Context: an optimization exercise on an open-source flow, tuned for small area, a short achievable clock period and few clock cycles. The choices shown serve that exercise and are no tape-out recipe.
Only simulation tests tie the RTL to the original design; equivalence was not proved.
Power figures rest on the tool's default switching activity, not on a simulated workload.

Setup of wip/quartz:
Design multilevel_priority_queue_top, start of the top module:
module multilevel_priority_queue_top #(
    parameter int LEVELS     = mpq_pkg::LEVELS_DEF,
    parameter int CAPACITY   = mpq_pkg::CAPACITY_DEF,
    parameter int ELEM_WIDTH = mpq_pkg::ELEM_WIDTH_DEF
) (
    input  logic                               i_clk,
    input  logic                               i_rst_n,
    input  logic                               i_cfg_we,
    input  logic [mpq_pkg::LEVEL_W-1:0]        i_cfg_data,
    input  logic                               i_in_valid,
    output logic                               o_in_stall,
    input  logic                               i_operation,
    input  logic [ELEM_WIDTH-1:0]              i_element,
    input  logic [mpq_pkg::LEVEL_W-1:0]        i_level,
    output logic                               o_out_valid,
    input  logic                               i_out_stall,
    output logic [mpq_pkg::STATUS_W-1:0]       o_status,
    output logic [ELEM_WIDTH-1:0]              o_removed_element,
    output logic [ELEM_WIDTH-1:0]              o_head_element,
    output logic [mpq_pkg::LEVEL_W-1:0]        o_head_level,
    output logic [$clog2(CAPACITY+1)-1:0]      o_count,
    output logic                               o_is_empty
);
clock: 10.0 ns
lec_check: 0
cap_margin: 20
cell_pad_in_sites_detail_placement: 1
cell_pad_in_sites_global_placement: 1
core_margin: 2
core_utilization: 40
cts_cluster_diameter: 60
cts_cluster_size: 30
place_density: 0.5
slew_margin: 65
standard.sh (not shown) runs the stock make flow with config.mk's settings and CLKGATE_MAP_FILE= SYNTH_SCRIPT=/design/flow/synth_recipe.tcl, a recipe that flattens the netlist after the stock synthesis.
==> flow/flow/run.sh <==
#!/bin/bash
# Layout flow: the standard ORFS flow (standard.sh), unchanged scripts,
# with a few extra ORFS settings passed to make:
#  - BUFFER_PORTS_ARGS: buffer every input and output port, as the standard
#    flow does, but with buf_4 rather than the default pick (a delay buffer);
#  - FASTROUTE_TCL: flow/fastroute.tcl, the platform's global routing setup
#    with less met1/met2 capacity offered to the global router.
# Everything make prints goes to standard.log; ORFS keeps its per-step logs
# under orfs/logs.
set -euo pipefail
bash standard.sh \
  SETUP_SLACK_MARGIN=6.4 \
  TNS_END_PERCENT=100 \
  "BUFFER_PORTS_ARGS=-buffer_cell sky130_fd_sc_hd__buf_4" \
  "FASTROUTE_TCL=$PWD/flow/fastroute.tcl" \
  finish > standard.log 2>&1
==> flow/flow/fastroute.tcl <==
# Global routing setup: as the platform's fastroute.tcl, but with less of
# met1 and met2 offered to the global router, so that more signal routing
# goes to met3/met4 and the detailed router has room for pin access.
set_global_routing_layer_adjustment met1 0.6
set_global_routing_layer_adjustment met2 0.35
set_global_routing_layer_adjustment met3-$::env(MAX_ROUTING_LAYER) 0.2

set_routing_layers -clock $::env(MIN_CLK_ROUTING_LAYER)-$::env(MAX_ROUTING_LAYER)
set_routing_layers -signal $::env(MIN_ROUTING_LAYER)-$::env(MAX_ROUTING_LAYER)
Testbench counts of wip/quartz, summed over its fixed seeds: cycles 12,016.
diff inputs: wip/quartz => wip/harbor
==> flow/flow/run.sh <==
#!/bin/bash
# Layout flow: the standard ORFS flow (standard.sh), unchanged scripts,
# with a few extra ORFS settings passed to make:
#  - BUFFER_PORTS_ARGS: buffer every input and output port, as the standard
#    flow does, but with buf_4 rather than the default pick (a delay buffer).
# Everything make prints goes to standard.log; ORFS keeps its per-step logs
# under orfs/logs.
set -euo pipefail
bash standard.sh \
  SETUP_SLACK_MARGIN=6.4 \
  TNS_END_PERCENT=100 \
  "BUFFER_PORTS_ARGS=-buffer_cell sky130_fd_sc_hd__buf_4" \
  finish > standard.log 2>&1
removed: flow/flow/fastroute.tcl
wip/harbor: flow completed, timing, DRC and antenna clean
Having completed the whole flow, wip/quartz delivered a layout that passed the timing, DRC and antenna checks.
| sequential share of cell area | wip/harbor vs wip/quartz | 0.30 points higher |
Number of vias per cell after detailed routing, wip/quartz and wip/harbor: higher on wip/harbor
Higher power density of the placed cells goes to wip/quartz over wip/harbor.
From wip/quartz to wip/harbor the numbers moved as follows: global-route wire length before repair shows a reduction of 11000 µm, overall power shows a reduction of 1.2%, via count shows an increase of about 2.2%.
Inputs modified between wip/harbor and wip/cedar:
- changing CORE_UTILIZATION from 40 to 50
- changing PLACE_DENSITY from 0.5 to 0.58
==> flow/flow/run.sh <==
#!/bin/bash
# Layout flow: the standard ORFS flow (standard.sh), unchanged scripts,
# with a few extra ORFS settings passed to make:
#  - BUFFER_PORTS_ARGS: buffer every input and output port, as the standard
#    flow does, but with buf_4 rather than the default pick (a delay buffer);
#  - FASTROUTE_TCL: flow/fastroute.tcl, the platform's global routing setup
#    with less met1/met2 capacity offered to the global router.
# Everything make prints goes to standard.log; ORFS keeps its per-step logs
# under orfs/logs.
set -euo pipefail
bash standard.sh \
  SETUP_SLACK_MARGIN=6.4 \
  TNS_END_PERCENT=100 \
  "BUFFER_PORTS_ARGS=-buffer_cell sky130_fd_sc_hd__buf_4" \
  "FASTROUTE_TCL=$PWD/flow/fastroute.tcl" \
  finish > standard.log 2>&1
==> flow/flow/fastroute.tcl (new file) <==
# Global routing setup: as the platform's fastroute.tcl, but with less of
# met1 and met2 offered to the global router, so that more signal routing
# goes to met3/met4 and the detailed router has room for pin access.
set_global_routing_layer_adjustment met1 0.6
set_global_routing_layer_adjustment met2 0.35
set_global_routing_layer_adjustment met3-$::env(MAX_ROUTING_LAYER) 0.2

set_routing_layers -clock $::env(MIN_CLK_ROUTING_LAYER)-$::env(MAX_ROUTING_LAYER)
set_routing_layers -signal $::env(MIN_ROUTING_LAYER)-$::env(MAX_ROUTING_LAYER)
==> notes.md <==
wip/harbor → wip/cedar: worst hold margin picked up an extra 0.013 ns, footprint of the multi-input gates neither gained nor lost much, global-route wire length before repair lost 22000 µm. wip/cedar contains fewer vias than wip/harbor.

==> separate check: timing with driven ports <==
In the flow no input, the clock included, has a driving cell. The finished layouts below were timed again as built, in two steps. Step 1: set_driving_cell puts a clkbuf_16 on i_clk and a buf_2 on each other input, an assumption about the parent block. Step 2 times the ports against the registers' clock, not the clock port: input delays grow and output delays shrink by t, the midpoint of the rising clock arrivals with the driver on. a / b / c = ideal ports / drivers / drivers and shift; a / b = the first two.
| run | t (ns) | setup WS [ns] | hold WS [ns] | worst setup path at the end | pins driven straight from the clock port |
|---|---|---|---|---|---|
| wip/quartz | 1.002 | 6.181 / 6.073 / 5.902 | 0.555 / 0.555 / 0.555 | input to register | 1 |
| wip/harbor | 0.979 | 6.193 / 6.097 / 5.815 | 0.530 / 0.530 / 0.530 | input to register | 1 |
| wip/cedar | 0.955 | 6.240 / 6.134 / 5.860 | 0.543 / 0.543 / 0.543 | input to register | 1 |
After both steps every run listed still meets setup and hold. The setup slack of wip/cedar, which loses most, moves by -0.106 ns with the drivers and by -0.380 ns with both steps.
